From an optimization exercise on the open Yosys and OpenROAD flow, aimed at small area, a short achievable clock period and few clock cycles per item; shortcuts taken in it are not production practice.
The RTL was checked by simulation tests, not by an equivalence proof against the original design.

===== config.mk =====
export PLATFORM = sky130hd
export DESIGN_NAME = aes_inv_sub_bytes
export DESIGN_NICKNAME = aes_inv_sub_bytes
export VERILOG_FILES = /design/flow/design.v
export SDC_FILE = /design/flow/constraint.sdc
export NUM_CORES = 4
export LEC_CHECK = 0
export CAP_MARGIN = 20
export CORE_MARGIN = 2
export CORE_UTILIZATION = 65
export CTS_BUF_LIST = sky130_fd_sc_hd__clkbuf_4 sky130_fd_sc_hd__clkbuf_8
export PLACE_DENSITY = 0.75
export SLEW_MARGIN = 20

===== constraint.sdc =====
create_clock -name core_clock -period 20.0 [get_ports {i_clk}]
set_input_delay 4.0000 -clock core_clock [delete_from_list [all_inputs] [get_ports {i_clk}]]
set_output_delay 4.0000 -clock core_clock [all_outputs]
set_load 0.01 [all_outputs]

===== design.v =====
module aes_inv_sub_bytes (
  input  logic         i_clk,
  input  logic         i_rst,
  input  logic         i_valid,
  input  logic [127:0] i_data,
  output logic         o_ready,
  output logic         o_valid,
  input  logic         i_ready,
  output logic [127:0] o_data
);
  logic [127:0] mapped, in_q, skid_q, out_q, sub;
  logic         in_v_q, skid_v_q, out_v_q, ready_q;
  logic         take, out_free, in_load, skid_v_d;
  for (genvar k = 0; k < 16; k++) begin : g_byte
    aes_inv_sub_bytes_map u_map (.a(i_data[8*k +: 8]), .y(mapped[8*k +: 8]));
    aes_inv_sub_bytes_inv u_inv (.a(in_q[8*k +: 8]), .y(sub[8*k +: 8]));
  end
  assign take     = ready_q & i_valid;
  assign out_free = ~out_v_q | i_ready;             
  assign in_load  = out_free | ~in_v_q;             
  assign skid_v_d = skid_v_q ? ~out_free : (take & in_v_q & ~out_free);
  always_ff @(posedge i_clk or posedge i_rst) begin
    if (i_rst) begin
      in_v_q   <= 1'b0;
      skid_v_q <= 1'b0;
      out_v_q  <= 1'b0;
      ready_q  <= 1'b1;
    end else begin
      if (out_free) out_v_q <= in_v_q;
      if (in_load)  in_v_q  <= skid_v_q | take;
      skid_v_q <= skid_v_d;
      ready_q  <= ~skid_v_d;
    end
  end
  always_ff @(posedge i_clk) begin
    if (out_free) out_q  <= sub;
    if (in_load)  in_q   <= skid_v_q ? skid_q : mapped;
    if (!skid_v_q) skid_q <= mapped;
  end
  assign o_ready = ready_q;
  assign o_valid = out_v_q;
  assign o_data  = out_q;
endmodule
module aes_inv_sub_bytes_map (
  input  logic [7:0] a,
  output logic [7:0] y
);
  logic n0, n1, n2, n3, n4, n5, n6, n7, n8, n9, n10, n11, n12, n13, n14, n15;
  assign n0 = a[0] ^ a[1];
  assign n1 = n0 ^ a[2];
  assign n2 = n1 ^ a[5];
  assign n3 = ~n2;
  assign n4 = a[2] ^ a[4];
  assign n5 = n4 ^ a[5];
  assign n6 = ~n5;
  assign n7 = a[0] ^ a[5];
  assign n8 = n0 ^ a[5];
  assign n9 = ~n8;
  assign n10 = n2 ^ a[6];
  assign n11 = n0 ^ a[7];
  assign n12 = a[3] ^ a[5];
  assign n13 = n12 ^ a[6];
  assign n14 = a[1] ^ a[4];
  assign n15 = n14 ^ a[6];
  assign y = {n15, n13, n11, n10, n9, n7, n6, n3};
endmodule
module aes_inv_sub_bytes_inv (
  input  logic [7:0] a,
  output logic [7:0] y
);
  logic n0, n1, n2, n3, n4, n5, n6, n7, n8, n9, n10, n11, n12, n13, n14, n15, n16, n17, n18, n19, n20, n21, n22, n23, n24, n25, n26, n27, n28, n29, n30, n31, n32, n33, n34, n35, n36, n37, n38, n39, n40, n41, n42, n43, n44, n45, n46, n47, n48, n49, n50, n51, n52, n53, n54, n55, n56, n57, n58, n59, n60, n61, n62, n63, n64, n65, n66, n67, n68, n69, n70, n71, n72, n73, n74, n75, n76, n77, n78, n79, n80, n81, n82, n83, n84, n85, n86, n87, n88, n89, n90, n91, n92, n93, n94, n95, n96, n97, n98, n99, n100, n101, n102, n103, n104, n105, n106, n107, n108, n109, n110, n111, n112, n113, n114, n115, n116, n117, n118, n119, n120, n121, n122, n123, n124, n125, n126, n127, n128, n129, n130, n131, n132, n133, n134, n135, n136, n137, n138, n139, n140, n141, n142, n143, n144, n145, n146, n147;
  assign n0 = a[4] ^ a[0];
  assign n1 = a[5] ^ a[1];
  assign n2 = a[6] ^ a[2];
  assign n3 = a[7] ^ a[3];
  assign n4 = n2 ^ n0;
  assign n5 = n3 ^ n1;
  assign n6 = n5 ^ n4;
  assign n7 = n6 ^ n4;
  assign n8 = n7 ^ n6;
  assign n9 = n1 ^ n0;
  assign n10 = n9 ^ n0;
  assign n11 = n9 ^ n8;
  assign n12 = n10 ^ n6;
  assign n13 = n3 ^ n2;
  assign n14 = n13 ^ n2;
  assign n15 = n13 ^ n8;
  assign n16 = n14 ^ n6;
  assign n17 = n15 ^ n11;
  assign n18 = n16 ^ n12;
  assign n19 = n18 ^ n17;
  assign n20 = n19 ^ n18;
  assign n21 = n12 ^ n11;
  assign n22 = n21 ^ n11;
  assign n23 = n11 ^ n20;
  assign n24 = n22 ^ n18;
  assign n25 = n16 ^ n15;
  assign n26 = n25 ^ n20;
  assign n27 = n15 ^ n18;
  assign n28 = a[6] ^ a[4];
  assign n29 = a[7] ^ a[5];
  assign n30 = a[2] ^ a[0];
  assign n31 = a[3] ^ a[1];
  assign n32 = n29 ^ n28;
  assign n33 = n31 ^ n30;
  assign n34 = n32 & n33;
  assign n35 = n28 & n30;
  assign n36 = n29 & n31;
  assign n37 = n36 ^ n35;
  assign n38 = n34 ^ n35;
  assign n39 = n38 ^ n37;
  assign n40 = a[5] ^ a[4];
  assign n41 = a[1] ^ a[0];
  assign n42 = n40 & n41;
  assign n43 = a[4] & a[0];
  assign n44 = a[5] & a[1];
  assign n45 = n44 ^ n43;
  assign n46 = n42 ^ n43;
  assign n47 = n45 ^ n39;
  assign n48 = n46 ^ n37;
  assign n49 = a[7] ^ a[6];
  assign n50 = a[3] ^ a[2];
  assign n51 = n49 & n50;
  assign n52 = a[6] & a[2];
  assign n53 = a[7] & a[3];
  assign n54 = n53 ^ n52;
  assign n55 = n51 ^ n52;
  assign n56 = n54 ^ n39;
  assign n57 = n55 ^ n37;
  assign n58 = n23 ^ n47;
  assign n59 = n24 ^ n48;
  assign n60 = n26 ^ n56;
  assign n61 = n27 ^ n57;
  assign n62 = n60 ^ n58;
  assign n63 = n61 ^ n59;
  assign n64 = n63 ^ n62;
  assign n65 = n64 ^ n62;
  assign n66 = n65 ^ n64;
  assign n67 = n61 ^ n60;
  assign n68 = n59 ^ n58;
  assign n69 = n67 & n68;
  assign n70 = n60 & n58;
  assign n71 = n61 & n59;
  assign n72 = n71 ^ n70;
  assign n73 = n69 ^ n70;
  assign n74 = n66 ^ n72;
  assign n75 = n64 ^ n73;
  assign n76 = n75 ^ n74;
  assign n77 = n75 ^ n76;
  assign n78 = n77 & n67;
  assign n79 = n76 & n60;
  assign n80 = n75 & n61;
  assign n81 = n80 ^ n79;
  assign n82 = n78 ^ n79;
  assign n83 = n77 & n68;
  assign n84 = n76 & n58;
  assign n85 = n75 & n59;
  assign n86 = n85 ^ n84;
  assign n87 = n83 ^ n84;
  assign n88 = n86 ^ n81;
  assign n89 = n87 ^ n82;
  assign n90 = n89 ^ n88;
  assign n91 = n90 & n32;
  assign n92 = n88 & n28;
  assign n93 = n89 & n29;
  assign n94 = n93 ^ n92;
  assign n95 = n91 ^ n92;
  assign n96 = n95 ^ n94;
  assign n97 = n82 ^ n81;
  assign n98 = n97 & n40;
  assign n99 = n81 & a[4];
  assign n100 = n82 & a[5];
  assign n101 = n100 ^ n99;
  assign n102 = n98 ^ n99;
  assign n103 = n101 ^ n96;
  assign n104 = n102 ^ n94;
  assign n105 = n87 ^ n86;
  assign n106 = n105 & n49;
  assign n107 = n86 & a[6];
  assign n108 = n87 & a[7];
  assign n109 = n108 ^ n107;
  assign n110 = n106 ^ n107;
  assign n111 = n109 ^ n96;
  assign n112 = n110 ^ n94;
  assign n113 = n90 & n33;
  assign n114 = n88 & n30;
  assign n115 = n89 & n31;
  assign n116 = n115 ^ n114;
  assign n117 = n113 ^ n114;
  assign n118 = n117 ^ n116;
  assign n119 = n97 & n41;
  assign n120 = n81 & a[0];
  assign n121 = n82 & a[1];
  assign n122 = n121 ^ n120;
  assign n123 = n119 ^ n120;
  assign n124 = n122 ^ n118;
  assign n125 = n123 ^ n116;
  assign n126 = n105 & n50;
  assign n127 = n86 & a[2];
  assign n128 = n87 & a[3];
  assign n129 = n128 ^ n127;
  assign n130 = n126 ^ n127;
  assign n131 = n129 ^ n118;
  assign n132 = n130 ^ n116;
  assign n133 = n103 ^ n125;
  assign n134 = n111 ^ n131;
  assign n135 = n103 ^ n104;
  assign n136 = n135 ^ n111;
  assign n137 = n136 ^ n112;
  assign n138 = n137 ^ n125;
  assign n139 = n103 ^ n111;
  assign n140 = n139 ^ n112;
  assign n141 = n104 ^ n112;
  assign n142 = n141 ^ n124;
  assign n143 = n142 ^ n131;
  assign n144 = n143 ^ n132;
  assign n145 = n141 ^ n125;
  assign n146 = n135 ^ n131;
  assign n147 = n146 ^ n132;
  assign y = {n132, n147, n145, n144, n140, n138, n134, n133};
endmodule

===== flow/run.sh =====
#!/bin/bash
# Standard ORFS layout (the standard.sh), except that:
#  - Yosys's final ABC technology mapping uses flow/map.abc instead of ORFS's speed script
#    (all other synthesis steps, and so the registers and their names, are the standard ones);
#  - the make variables listed in flow/make_args (one VAR=value per line) are added.
set -euo pipefail
W=$PWD
{
  cat <<'TCL'
proc abc {args} {
  set i [lsearch -exact $args -script]
  if {$i >= 0} { lset args [expr {$i + 1}] $::env(FLOW_ABC_SCRIPT) }
  yosys abc {*}$args
}
TCL
  cat "$W/synth_recipe.tcl"
} > "$W/flow_synth.tcl"
sed "s#$W/synth_recipe.tcl#$W/flow_synth.tcl#g" "$W/standard.sh" > "$W/flow_standard.sh"
grep -q flow_synth.tcl "$W/flow_standard.sh"
export FLOW_ABC_SCRIPT="$W/flow/map.abc"
args=()
if [[ -f "$W/flow/make_args" ]]; then
  while IFS= read -r line; do
    [[ -n "$line" && "$line" != \#* ]] && args+=("$line")
  done < "$W/flow/make_args"
fi
bash "$W/flow_standard.sh" "${args[@]}" finish > "$W/flow_make.log" 2>&1

===== flow/make_args =====
BUFFER_PORTS_ARGS=-buffer_cell sky130_fd_sc_hd__buf_1
SETUP_SLACK_MARGIN=13.9

===== flow/map.abc =====
&get -n
&st
&dch -f
&nf -R 1000
&put

===== standard.sh =====
#!/bin/bash
# synth_recipe.tcl (not shown) runs the flow's synth.tcl, then flattens the netlist and writes it again
# the make line also repeats each setting of config.mk as NAME=value (left out here)
make -C /OpenROAD-flow-scripts/flow DESIGN_CONFIG=/design/flow/config.mk WORK_HOME=/design/flow/orfs CLKGATE_MAP_FILE= SYNTH_SCRIPT=/design/flow/synth_recipe.tcl "${@:-finish}"

==> run notes, run 1 <==
- Synth area leaders: xnor2_1, edfxtp_1, xor2_1, dfxtp_1, ha_1
- Crit-path cells: xnor2_1 -> nor2_1 -> xnor2_1 -> xnor2_1 -> xnor2_1 -> clkinv_1 -> ha_1 -> xnor2_1 -> xnor2_1 -> xnor2_1 -> xor2_1 -> nand2_1 -> xnor2_1 -> xnor2_1 -> nor2_1 -> xnor2_1 -> xor2_1 -> xnor2_1 -> xnor2_1 -> xnor2_1 -> xnor2_1
- Max Clock Skew: 0.0300 ns
- Clock buffer count from CTS: 68
- CP startpoint kind: flop
- CP required: 20.38 ns
- Max Fclk: 176 MHz
- Final ANT Viol Nets: 0
- Die area: 44200 sq um
- Crit path top cell by count: xnor2_1
- Status: complete, no violations
- Share of the synthesized area in the top cell type: 31.8%
- Post-synthesis cell count: 2727
- Clock sink count: 388
- Commonest cells after routing, fill and taps aside: xnor2_1, xor2_1, nand2_1, buf_1, edfxtp_1
- Vias in the first global route: 18679
- Ant. Diodes: 0
- RD Place Congestion: 0.908
- Fin nets: 3289
- Maxcap violations: 0
- Slew Limit Fails: 0
- Clock latency (worst-skew pair): 0.66 ns
- Synthesized cell area: 27700 sq um
- Largest net degree at the start of global routing: 130
- CTS tree: built
- Chip height: 210 um
- Ys flop type: edfxtp_1
- Critical path class: flop to flop
- DR vias: 18531
- Avg WL per Cell: 14.5 um
- Initial antenna violation count: 0
- Most common cell after layout, fill and taps aside: xnor2_1
- CP max stage cell: edfxtp_1
- # IOs: 262
- Rel. slew slack: 31.5%
- CORE AREA: 41900 sq um
- Drt drc: 0
- Syn-to-layout area delta: 11.7%
- I/O Buffers: 261
- Syn_nets: 2955
- Post-synthesis cell type with the largest combined area: xnor2_1
- Crit path largest cell delay: 0.47 ns
- Period utilisation layout: 28.4%
- Worst hold path type: flop to flop
- Distinct cells, synth: 27
- Worst-path clk slew: 0.06 ns
- Flops & latches, synth: 388
- H-tree depth: 3
- Post-synthesis sequential area ratio: 37.4%
- Hold_buf cts: 0
- First-iteration detailed-routing DRC count: 869
- Slew @ Worst Pin: 1.03 ns
- Drt pass-1 iters: 5
- EDFF count, synth: 256
- Gr usage total: 24.2%
- First-pass GRT wire length: 87.5 mm
- Vias per cell: 5.07
- CTS root buf: clkbuf_8
- Site row count: 75
- Die width: 210 um
- Grt ovf: 0
- Synthesized area per cell: 10.1 sq um
- Initial Utilization: 66.0%
- RSZ-0062 raised after global routing: false
- Critical Path AT: 6.06 ns
- CP Capture Type: flop
- Post-DP HPWL: 40.6 mm
- Routed wire length: 52.9 mm
- Setup Viol. Count Final: 0
- Final min period: 5.68 ns
- Crit-path max FO: 5
- Fin Setup TNS: 0 ns
- CTS Buffer Depth: 3
- Core Util, Final: 73.7%
- Post-CTS Setup Bufs: 0
- Ys async rst share: 1.03%
- Hold Fails Final Rpt: 0
- Share of cells above drive strength 1: 4.21%
- Synthesis warning total: 1
- Flop2flop setup slack: 14.32 ns
## critical path, delay by kind of cell (launching register included)
| family | cells | cell delay (ns) |
|---|---|---|
| xor+xnor | 16 | 4.13 |
| fa+ha+maj | 1 | 0.33 |
| buf+inv | 1 | 0.13 |
| flops | 1 | 0.47 |
| simple gates | 3 | 0.38 |
## kinds of logic (layout without fill, tap and decap cells)
| kind of cell | after synthesis | after routing | synth area share (%) |
|---|---|---|---|
| AND/OR/NAND/NOR | 625 | 625 | 9.24 |
| buffers and inverters | 44 | 432 | 0.597 |
| flip-flops | 388 | 388 | 37.4 |
| XOR/XNOR | 1418 | 1418 | 45.2 |
| AO/OA/AOI/OAI | 140 | 140 | 2.61 |
| multiplexers | 16 | 16 | 0.651 |
| adder cells (fa/ha/maj) | 96 | 96 | 4.34 |
## state kept, by name, indices dropped and copies added (netlist names)
| signal | count |
|---|---|
| skid_q | 128 |
| ready_q | 1 |
| out_q | 128 |
| skid_v_q | 1 |
| out_v_q | 1 |
| in_q | 128 |
| in_v_q | 1 |
## cell usage after synthesis (6+ instances only)
cell type and instances:
o211ai_1 6, dfxtp_1 128, o21ai_0 122, xor2_1 408
nor2b_1 38, xnor3_1 6, clkinv_1 44, and2_0 9
xnor2_1 1004, edfxtp_1 256, mux2_1 16, nor2_1 228
a21oi_1 8, nand2b_1 30, ha_1 96, nand2_1 311
## per-stage QoR
stage	instances	setup WS [ns]	cell area [sq um]	hold WS, ns
after floorplan	2727	13.84	27700	0.427
final	3654	14.32	30900	0.462
after detailed placement	3530	13.99	29400	0.449
after global placement	3530	14.05	29400	0.442
after global routing	3654	13.87	30900	0.481
after CTS	3654	14.30	30900	0.464
## path summary, 6_finish.rpt
path	from	endpoint	cells after the start
worst min register to register	skid_q[99]	skid_q[99]	1
min in group asynchronous	i_rst	out_v_q	2
worst min-delay path	skid_q[99]	skid_q[99]	1
worst max register to register	in_q[86]	out_q[82]	21
max in group asynchronous	i_rst	ready_q	2
worst max-delay path	in_q[86]	out_q[82]	21
## layout make-up
cell class,instances,area [sq um]
Tap cell,539,674
Sequential cell,388,10400
Multi-Input combinational cell,2295,17200
Inverter,44,170
Fill cell,3131,11000
Timing Repair Buffer,264,1000
Clock inverter,22,200
Clock buffer,102,1290
## metal layers
metal | routed length [um] | global-route usage, % | part of all wire, % | up-vias
met5 | 0 | 0 | 0 | -
met3 | 2290 | 4.11 | 4.3 | 77
met2 | 25100 | 40.9 | 48 | 368
met4 | 1060 | 6.97 | 2.0 | 0
li1 | - | - | - | 9473
met1 | 24400 | 32.1 | 46 | 8613
## repair_timing
| action | CTS | global route |
|---|---|---|
| hold endpoints to repair | 0 | 0 |
| setup endpoints to repair | 0 | 3 |
| gates resized for setup | 0 | 5 |
Testbench counts, summed over its fixed seeds: cycles 400, items 384.
==> run 2: changes to the inputs <==
==> flow/make_args (replaced) <==
BUFFER_PORTS_ARGS=-buffer_cell sky130_fd_sc_hd__buf_1
SETUP_SLACK_MARGIN=14.2
==> run notes, run 2 <==
- Gr usage total: 24.2% (unchanged)
- Core Util, Final: 74.8% (+1.1 points)
- Drt drc: 0 (unchanged)
- Syn_nets: 2955 (unchanged)
- Setup Viol. Count Final: 0 (unchanged)
- Post-synthesis cell type with the largest combined area: xnor2_1
- EDFF count, synth: 256 (unchanged)
- Status: complete, no violations
- Hold Path Stages: 1 (unchanged)
- Post-synthesis cell count: 2727 (unchanged)
- CP startpoint kind: flop
- Slew @ Worst Pin: 1.03 ns (+0.00275 ns)
- # IOs: 262 (unchanged)
- Largest regs: in_q x128, out_q x128, skid_q x128
- First-iteration detailed-routing DRC count: 897 (+3.2%)
- Synth area leaders: xnor2_1, edfxtp_1, xor2_1, dfxtp_1, ha_1
- Commonest cells after routing, fill and taps aside: xnor2_1, xor2_1, nand2_1, buf_1, edfxtp_1
- Flops & latches, synth: 388 (unchanged)
- First-pass GRT wire length: 87.5 mm (unchanged)
- Drt pass-1 iters: 5 (unchanged)
- Hold Fails Final Rpt: 0 (unchanged)
- Placed Cells incl. Taps: 3530 (unchanged)
- Syn-to-layout area delta: 13.4%
- Count leader, synth: xnor2_1
- Max Fclk: 182 MHz (+3.2%)
- Fin nets: 3291 (+0.061%)
- CORE AREA: 41900 sq um (unchanged)
- Ys async rst share: 1.03% (unchanged)
- Distinct cells, synth: 27 (unchanged)
- Worst-path clk slew: 0.06 ns (about the same)
- Ant. Diodes: 0 (unchanged)
- Site row count: 75 (unchanged)
- Worst hold path type: flop to flop
- I/O Buffers: 261 (unchanged)
- CP required: 20.38 ns (about the same)
- Final ANT Viol Nets: 0 (unchanged)
- Synthesized cell area: 27700 sq um (unchanged)
- Fill cells: 3049 (-2.6%)
- Final std cells w/o fill: 3656 (+0.055%)
- Clock sink count: 388 (unchanged)
- CTS Buffer Depth: 3 (unchanged)
- DR vias: 18616 (+0.46%)
- Period utilisation layout: 27.5% (-0.88 points)
- Die width: 210 um (unchanged)
- CTS root buf: clkbuf_8
- Post-synthesis sequential area ratio: 37.4% (unchanged)
- H-tree depth: 3 (unchanged)
- Max Clock Skew: 0.0301 ns (+0.0000772 ns)
- Vias per cell: 5.09 (+0.40%)
- Most common cell after layout, fill and taps aside: xnor2_1
- Avg WL per Cell: 14.6 um (+0.81%)
- Initial Utilization: 66.0% (unchanged)
- Critical Path AT: 5.89 ns (-0.17 ns)
- Slew Limit Fails: 0 (unchanged)
- Synthesized area per cell: 10.1 sq um (unchanged)
- Grt ovf: 0 (unchanged)
- Die area: 44200 sq um (unchanged)
- Ys flop type: edfxtp_1
- Fin Setup TNS: 0 ns (unchanged)
- Setup WS pre-CTS: 13.99 ns (unchanged)
- Routed wire length: 53.4 mm (+0.87%)
- Post-route worst setup slack: 14.49 ns (+0.176 ns)
- Initial antenna violation count: 0 (unchanged)
- CTS tree: built
- Clock buffer count from CTS: 68 (unchanged)
- Chip height: 210 um (unchanged)
- Synthesis warning total: 1 (unchanged)
- Share of the synthesized area in the top cell type: 31.8% (unchanged)
- Clock latency (worst-skew pair): 0.66 ns (about the same)
- RD Place Congestion: 0.908 (unchanged)
- Maxcap violations: 0 (unchanged)
- Rel. slew slack: 31.3% (-0.18 points)
- Crit-path max FO: 5 (unchanged)
- Synth cell count leaders: xnor2_1, xor2_1, nand2_1
- Post-DP HPWL: 40.6 mm (unchanged)
- Final min period: 5.51 ns (-0.176 ns)
- Critical path class: flop to flop
- Largest net degree at the start of global routing: 130 (unchanged)
- Vias in the first global route: 18679 (unchanged)
- R2R cell count: 21 (unchanged)
- Share of cells above drive strength 1: 6.32% (+2.1 points)
- RSZ-0062 raised after global routing: true
- CP Capture Type: flop
run 2: cell counts after synthesis:
No cell type changed its count.
run 2: final timing paths:
| path | from | endpoint | slack [ns] |
|---|---|---|---|
| setup / recovery | in_q[87] | out_q[82] | 14.49 |
| hold / removal | skid_q[99] | skid_q[99] | 0.46 |
| setup reg to reg | in_q[87] | out_q[82] | 14.49 |
| hold reg to reg | skid_q[99] | skid_q[99] | 0.46 |
| max in group asynchronous | i_rst | ready_q | 16.59 |
| min in group asynchronous | i_rst | out_v_q | 3.19 |
run 2: routing by layer:
layer  wire length (um)  GRT usage, %
met1              24200          32.1
met2              25600          40.9
met3               2490          4.11
met4               1060          6.97
met5                  0             0
run 2: what timing repair did:
item / 4_1_cts / 5_1_grt
gates resized for setup: 0 / 69
endpoints found under the setup margin: 0 / 30
hold buffers: 0 / 0
buffers inserted: 0 / 2
run 2: cell type report:
type / instances / area (sq um) / share of cell area [%]
well taps: 539 / 674 / 2.15
clock inverters: 22 / 200 / 0.638
multi-input cells: 2295 / 17700 / 56.3
flip-flops and latches: 388 / 10400 / 33.0
inverters: 44 / 170 / 0.542
repair buffers: 266 / 1020 / 3.24
clock buffers: 102 / 1290 / 4.11
run 2: metrics by stage:
stage / hold slack, ns / area [sq um]
3_3_place_gp: 0.442 / 29400
5_1_grt: 0.481 / 31400
6_report: 0.461 / 31400
4_1_cts: 0.464 / 30900
3_5_place_dp: 0.449 / 29400
2_1_floorplan: 0.427 / 27700
run 2: critical path: stages (launching register included):
cell	delay [ns]
edfxtp_1	0.49
xor2_2	0.31
nand2_1	0.11
xnor2_1	0.32
xnor2_1	0.14
xnor2_1	0.30
clkinv_1	0.13
ha_1	0.32
xnor2_1	0.18
xnor2_1	0.11
xnor2_1	0.28
xor2_1	0.24
and2_0	0.22
xor2_1	0.31
xnor2_1	0.27
nor2_1	0.13
xnor2_2	0.27
xor2_1	0.35
xnor2_1	0.29
xnor2_2	0.15
xnor2_1	0.17
xnor2_1	0.15
run 2: kinds of logic (layout without fill, tap and decap cells):
family / Yosys count / count (layout) / share of synthesized area [%]
buf+inv: 44 / 434 / 0.597
fa+ha+maj: 96 / 96 / 4.34
simple gates: 625 / 625 / 9.24
compound gates: 140 / 140 / 2.61
xor+xnor: 1418 / 1418 / 45.2
mux: 16 / 16 / 0.651
flops: 388 / 388 / 37.4
==> run 3: changes to the inputs <==
==> flow/make_args (replaced) <==
BUFFER_PORTS_ARGS=-buffer_cell sky130_fd_sc_hd__buf_1
SETUP_SLACK_MARGIN=14.8
==> run notes, run 3 <==
- CTS Buffer Depth: 3 (unchanged)
- Synthesis warning total: 1 (unchanged)
- Xor-xnor portion of the synthesized cell area: 45.2% (unchanged)
- Count leader, synth: xnor2_1
- Flops & latches, synth: 388 (unchanged)
- Fin Setup TNS: 0 ns (unchanged)
- CP startpoint kind: flop
- DR vias: 20066 (+7.8%)
- Ys flop type: edfxtp_1
- I/O Buffers: 261 (unchanged)
- Initial antenna violation count: 0 (unchanged)
- Vias in the first global route: 19278 (+3.2%)
- Chip height: 210 um (unchanged)
- Hold Fails Final Rpt: 0 (unchanged)
- Clock sink count: 388 (unchanged)
- Most common cell after layout, fill and taps aside: xnor2_1
- Sequential cell area: 10400 sq um (unchanged)
- Maxcap violations: 0 (unchanged)
- Share of cells above drive strength 1: 24.6% (+18 points)
- Crit path top cell by count: xnor2_2
- Drt drc: 0 (unchanged)
- Crit-path max FO: 3 (-2)
- Worst-path clk slew: 0.06 ns (about the same)
- Die area: 44200 sq um (unchanged)
- Period utilisation layout: 26.5% (-1.0 points)
- Multi-input gate area: 20700 sq um (+17%)
- Ys async rst share: 1.03% (unchanged)
- Fill cells: 2223 (-27%)
- Commonest cells after routing, fill and taps aside: xnor2_1, xor2_1, nand2_1, edfxtp_1, xnor2_2
- Synth Area in Compound Gates: 2.61% (unchanged)
- Largest net degree at the start of global routing: 130 (unchanged)
- Status: complete, no violations
- Slew @ Worst Pin: 1.14 ns (+0.111 ns)
- First-iteration detailed-routing DRC count: 1114 (+24%)
- RD Place Congestion: 0.880 (-3.2%)
- Gr usage total: 24.8% (+0.63 points)
- Routed wire length: 64.3 mm (+20%)
- CP Capture Type: flop
- Grt ovf: 0 (unchanged)
- H-tree depth: 3 (unchanged)
- Area share of and/or/nand/nor cells after synthesis: 9.24% (unchanged)
- Crit path largest cell delay: 0.50 ns (about the same)
- Post-synthesis cell count: 2727 (unchanged)
- Max Clock Skew: 0.0331 ns (+0.00302 ns)
- Initial Utilization: 66.0% (unchanged)
- Synthesized cell area: 27700 sq um (unchanged)
- Bufs and invs on worst path: 2 (+1)
- Clock buffer count from CTS: 67 (-1.5%)
- Syn_nets: 2955 (unchanged)
- Site row count: 75 (unchanged)
- CP required: 20.39 ns (about the same)
- Setup Viol. Count Final: 0 (unchanged)
- Clock latency (worst-skew pair): 0.66 ns (about the same)
- Top delay family on crit path: XOR/XNOR gates
- Ant. Diodes: 0 (unchanged)
- Distinct cells, synth: 27 (unchanged)
- First-pass GRT wire length: 89.5 mm (+2.4%)
- CTS root buf: clkbuf_8
- Fin nets: 3474 (+5.6%)
- EDFF count, synth: 256 (unchanged)
- # IOs: 262 (unchanged)
- Synth area leaders: xnor2_1, edfxtp_1, xor2_1, dfxtp_1, ha_1
- Final ANT Viol Nets: 0 (unchanged)
- Synthesized area per cell: 10.1 sq um (unchanged)
- Syn-to-layout area delta: 29.7%
- Worst hold path type: flop to flop
- Mux cell area share after synthesis: 0.651% (unchanged)
- Vias per cell: 5.23 (+2.7%)
- Avg WL per Cell: 16.8 um (+15%)
- CORE AREA: 41900 sq um (unchanged)
- CTS tree: built
- Critical path class: flop to flop
- Max Fclk: 189 MHz (+3.8%)
- Hold_buf cts: 0 (unchanged)
- Critical Path AT: 5.69 ns (-0.20 ns)
- Synth cell count leaders: xnor2_1, xor2_1, nand2_1
- Slew Limit Fails: 0 (unchanged)
- Crit-path cells: xnor2_2 -> nor2_4 -> xor2_2 -> buf_4 -> xnor2_4 -> xnor2_2 -> clkinv_1 -> ha_4 -> xnor2_2 -> xnor2_1 -> xnor2_1 -> xor2_1 -> and2_4 -> xnor2_2 -> xnor2_2 -> xor2_1 -> nor2_1 -> xnor2_1 -> xnor2_1 -> xor2_1 -> xnor2_2 -> xnor2_1
- Largest regs: in_q x128, out_q x128, skid_q x128
- Rel. slew slack: 23.9% (-7.4 points)
- Final min period: 5.30 ns (-0.202 ns)
- Post-synthesis sequential area ratio: 37.4% (unchanged)
- CP max stage cell: edfxtp_1
- Post-synthesis cell type with the largest combined area: xnor2_1
- RSZ-0062 raised after global routing: true
- Share of the synthesized area in the top cell type: 31.8% (unchanged)
- Largest family of logic cells by synthesized area: XOR/XNOR gates
- Post-DP HPWL: 40.4 mm (-0.40%)
- Drt pass-1 iters: 7 (+2)
- Die width: 210 um (unchanged)
- Post-Synth Adder-Cell Area: 4.34% (unchanged)
[run 3: cell counts after synthesis]
Identical to the previous run, type by type.
[run 3: path summary, 6_finish.rpt]
kind,start,end,slack (ns),cells after the start
min reg2reg,skid_q[32],skid_q[32],0.46,1
max in group asynchronous,i_rst,ready_q,16.61,2
max,in_q[13],out_q[14],14.70,22
max reg2reg,in_q[13],out_q[14],14.70,22
min,skid_q[32],skid_q[32],0.46,1
min in group asynchronous,i_rst,in_v_q,3.19,2
[run 3: worst register-to-register path, delay by kind of cell, from the launching register on]
family | cells | cell delay (ns)
XOR/XNOR | 16 | 3.58
flip-flops | 1 | 0.50
AND/OR/NAND/NOR | 3 | 0.41
buffers and inverters | 2 | 0.33
adder cells (fa/ha/maj) | 1 | 0.24
[run 3: cell type report]
cell class	instances	area share, %
Sequential cell	388	28.9
Clock inverter	27	0.750
Multi-Input combinational cell	2295	57.7
Timing Repair Buffer	450	7.10
Clock buffer	94	3.27
Tap cell	539	1.88
Inverter	44	0.495
[run 3: layer usage]
| metal | routed length [um] | global-route usage (%) | vias up |
|---|---|---|---|
| met5 | 0 | 0 | - |
| met2 | 33500 | 43.7 | 554 |
| met1 | 25700 | 30.7 | 9603 |
| met4 | 2140 | 8.93 | 0 |
| li1 | - | - | 9766 |
| met3 | 2990 | 4.35 | 143 |
[run 3: stage by stage]
| step | std cells | hold WS (ns) | utilization [%] | worst slack (ns) | instance area, sq um |
|---|---|---|---|---|---|
| 2_1_floorplan | 2727 | 0.427 | - | 14.79 | 28000 |
| 3_3_place_gp | 3529 | 0.441 | 70.7 | 14.41 | 29700 |
| 3_5_place_dp | 3529 | 0.449 | 70.7 | 14.33 | 29700 |
| 4_1_cts | 3676 | 0.468 | 76.8 | 14.64 | 32200 |
| 5_1_grt | 3837 | 0.484 | 85.6 | 14.48 | 35900 |
| 6_report | 3837 | 0.465 | 85.6 | 14.70 | 35900 |
[run 3: logic make-up after synthesis]
| logic type | count (synthesis) |
|---|---|
| AOI/OAI and AO/OA | 140 |
| DFF | 388 |
| xor gates and xnor gates | 1418 |
| buffers and inverters | 44 |
| and+or+nand+nor | 625 |
| muxes | 16 |
| adders and majority gates | 96 |
[run 3: what timing repair did]
action / CTS / global route
endpoints found under the setup margin: 134 / 167
pin swaps: 35 / 172
resized for setup: 148 / 408
gates cloned: 0 / 0
setup buffers: 26 / 161
==> run 4: changes to the inputs <==
==> flow/make_args (replaced) <==
BUFFER_PORTS_ARGS=-buffer_cell sky130_fd_sc_hd__buf_1
SETUP_SLACK_MARGIN=14.5
==> run notes, run 4 <==
- Site row count: 75 (unchanged)
- Post-DP HPWL: 40.6 mm (+0.40%)
- Drt drc: 0 (unchanged)
- Crit-path max FO: 69 (+66)
- Worst hold start: skid_q[99]
- Ys flop type: edfxtp_1
- Crit path largest cell delay: 0.82 ns (+0.32 ns)
- Share of cells above drive strength 1: 11.3% (-13 points)
- Clock buffer count from CTS: 68 (+1.5%)
- Synth area leaders: xnor2_1, edfxtp_1, xor2_1, dfxtp_1, ha_1
- Flops & latches, synth: 388 (unchanged)
- Ys async rst share: 1.03% (unchanged)
- CP startpoint kind: primary input
- Die area: 44200 sq um (unchanged)
- RD Place Congestion: 0.908 (+3.3%)
- Rel. slew slack: 32.0% (+8.0 points)
- Synthesized cell area: 27700 sq um (unchanged)
- Status: complete, no violations
- Reg-to-reg endpoint: out_q[82]
- Period utilisation layout: 26.6% (+0.099 points)
- Crit-path cells: buf_1 -> nor2b_1 -> inv_6 -> buf_4
- WHS Endpoint: skid_q[99]
- Max Clock Skew: 0.0325 ns (-0.000632 ns)
- Hold Path Stages: 1 (unchanged)
- H-tree depth: 3 (unchanged)
- Placed Cells incl. Taps: 3530 (+0.028%)
- CORE AREA: 41900 sq um (unchanged)
- Largest family of logic cells by synthesized area: XOR/XNOR gates
- CTS tree: built
- Final min period: 5.32 ns (+0.0199 ns)
- Vias in the first global route: 18686 (-3.1%)
- Fin Setup TNS: 0 ns (unchanged)
- Syn_nets: 2955 (unchanged)
- Post-synthesis sequential area ratio: 37.4% (unchanged)
- Grt ovf: 0 (unchanged)
- Mux cell area share after synthesis: 0.651% (unchanged)
- Worst hold path type: flop to flop
- Syn-to-layout area delta: 17.6%
- Routed wire length: 54.8 mm (-15%)
- Most common cell after layout, fill and taps aside: xnor2_1
- Post-Synth Adder-Cell Area: 4.34% (unchanged)
- CP Capture Type: flop
- Clock sink count: 388 (unchanged)
- R2r startpoint: in_q[86]
- Drt pass-1 iters: 5 (-2)
- First-iteration detailed-routing DRC count: 900 (-19%)
- Slew @ Worst Pin: 1.02 ns (-0.120 ns)
- R2R cell count: 21 (-4.5%)
- Synthesis warning total: 1 (unchanged)
- Largest regs: in_q x128, out_q x128, skid_q x128
- Worst-path clk slew: 0.06 ns (about the same)
- Final ANT Viol Nets: 0 (unchanged)
- Final std cells w/o fill: 3673 (-4.3%)
- Synthesized area per cell: 10.1 sq um (unchanged)
- DR vias: 18741 (-6.6%)
- Flop2flop setup slack: 14.74 ns (+0.04 ns)
- Setup Viol. Count Final: 0 (unchanged)
- Fin nets: 3307 (-4.8%)
- Slew Limit Fails: 0 (unchanged)
- Fill cells: 2872 (+29%)
- Distinct cells, synth: 27 (unchanged)
- # IOs: 262 (unchanged)
- Post-synthesis cell count: 2727 (unchanged)
- Critical path class: primary input to flop
- RSZ-0062 raised after global routing: true
- I/O Buffers: 261 (unchanged)
- Share of the synthesized area in the top cell type: 31.8% (unchanged)
- Commonest cells after routing, fill and taps aside: xnor2_1, xor2_1, nand2_1, buf_1, edfxtp_1
- Maxcap violations: 0 (unchanged)
- Die width: 210 um (unchanged)
- Initial antenna violation count: 1 (+1)
- Chip height: 210 um (unchanged)
- Largest net degree at the start of global routing: 130 (unchanged)
- Hold Fails Final Rpt: 0 (unchanged)
- CTS root buf: clkbuf_8
- First-pass GRT wire length: 87.7 mm (-2.0%)
- Synth Area in Compound Gates: 2.61% (unchanged)
- CTS Buffer Depth: 3 (unchanged)
- Clock latency (worst-skew pair): 0.65 ns (about the same)
- EDFF count, synth: 256 (unchanged)
- Avg WL per Cell: 14.9 um (-11%)
- Count leader, synth: xnor2_1
- Xor-xnor portion of the synthesized cell area: 45.2% (unchanged)
- Vias per cell: 5.10 (-2.4%)
- Post-synthesis cell type with the largest combined area: xnor2_1
- CP required: 20.26 ns (-0.13 ns)
- Synth cell count leaders: xnor2_1, xor2_1, nand2_1
- Gr usage total: 24.3% (-0.54 points)
- Critical Path AT: 5.58 ns (-0.11 ns)
- Max Fclk: 188 MHz (-0.37%)
- Initial Utilization: 66.0% (unchanged)
- CP max stage cell: buf_4
- Area share of and/or/nand/nor cells after synthesis: 9.24% (unchanged)
run 4: metrics by stage:
stage               setup WS, ns  cell area, sq um  hold WS [ns]  utilization [%]
floorplan                  13.84             27700         0.427                -
global placement           14.05             29400         0.442             70.0
detailed placement         13.99             29400         0.449             70.0
CTS                        14.45             31000         0.464             73.8
global route               14.40             32600         0.481             77.6
finish                     14.68             32600         0.461             77.6
run 4: layer usage:
layer | wire length (um) | GRT usage, % | vias up
met4 | 1120 | 7.14 | 0
met3 | 2310 | 4.11 | 85
met1 | 24700 | 32.2 | 8787
met2 | 26700 | 41.0 | 396
li1 | - | - | 9473
met5 | 0 | 0 | -
run 4: layout make-up:
class	count	area, sq um	area share (%)
Timing Repair Buffer	282	1140	3.49
Inverter	44	170	0.523
Antenna cell	1	2.50	0.00769
Sequential cell	388	10400	31.8
Clock inverter	22	200	0.615
Tap cell	539	674	2.07
Clock buffer	102	1290	3.97
Multi-Input combinational cell	2295	18700	57.5
run 4: kinds of logic (layout without fill, tap and decap cells):
group | after synthesis | in the layout
adder cells (fa/ha/maj) | 96 | 96
AND/OR/NAND/NOR | 625 | 625
buffers and inverters | 44 | 450
multiplexers | 16 | 16
other | 0 | 1
XOR/XNOR | 1418 | 1418
AO/OA/AOI/OAI | 140 | 140
flip-flops | 388 | 388
run 4: worst max-delay path by stage:
stage	start	endpoint	slack, ns	depth (start not counted)
2_1_floorplan	i_ready	out_q[0]	13.84	2
3_5_place_dp	i_ready	out_q[40]	13.99	4
4_1_cts	in_q[87]	out_q[82]	14.45	21
3_3_place_gp	i_ready	out_q[104]	14.05	4
6_report	i_ready	out_q[40]	14.68	4
5_1_grt	in_q[82]	out_q[82]	14.40	20
run 4: worst max-delay path: cells and delay by family:
family | cells | cell delay (ns)
buf+inv | 3 | 1.40
simple gates | 1 | 0.14
run 4: what timing repair did:
| action | 4_1_cts | 5_1_grt |
|---|---|---|
| pin swaps | 0 | 31 |
| setup endpoints to repair | 9 | 64 |
| gates resized for setup | 14 | 205 |
| hold buffers | 0 | 0 |
| buffers inserted | 0 | 18 |

[afterwards: timing with drivers on the ports]
No port has a modelled driver above. Below, the same layouts with a new extraction and two added sets of constraints. Step 1 (the two cells are an assumption about what drives the block):
set clk [get_ports {i_clk}]
set_driving_cell -lib_cell sky130_fd_sc_hd__clkbuf_16 $clk
set_driving_cell -lib_cell sky130_fd_sc_hd__buf_2 [delete_from_list [all_inputs] $clk]
Step 2, shift: input delay + t, output delay - t, t = (earliest + latest rising clock arrival at the registers) / 2. This alone moves slack from input paths to output paths. Slacks: ideal / step 1 / step 2; pairs: ideal / step 1.
run | shift t [ns] | setup WS [ns] | worst setup path after step 2
run 1 | 0.693 | 14.318 / 14.318 / 14.020 | input to register
run 2 | 0.693 | 14.494 / 14.494 / 14.017 | input to register
run 3 | 0.699 | 14.696 / 14.644 / 14.296 | input to register
run 4 | 0.690 | 14.677 / 14.639 / 14.013 | input to register
After both steps every run listed still meets setup and hold. The setup slack of run 4, which loses most, moves by -0.038 ns with the drivers and by -0.664 ns with both steps.
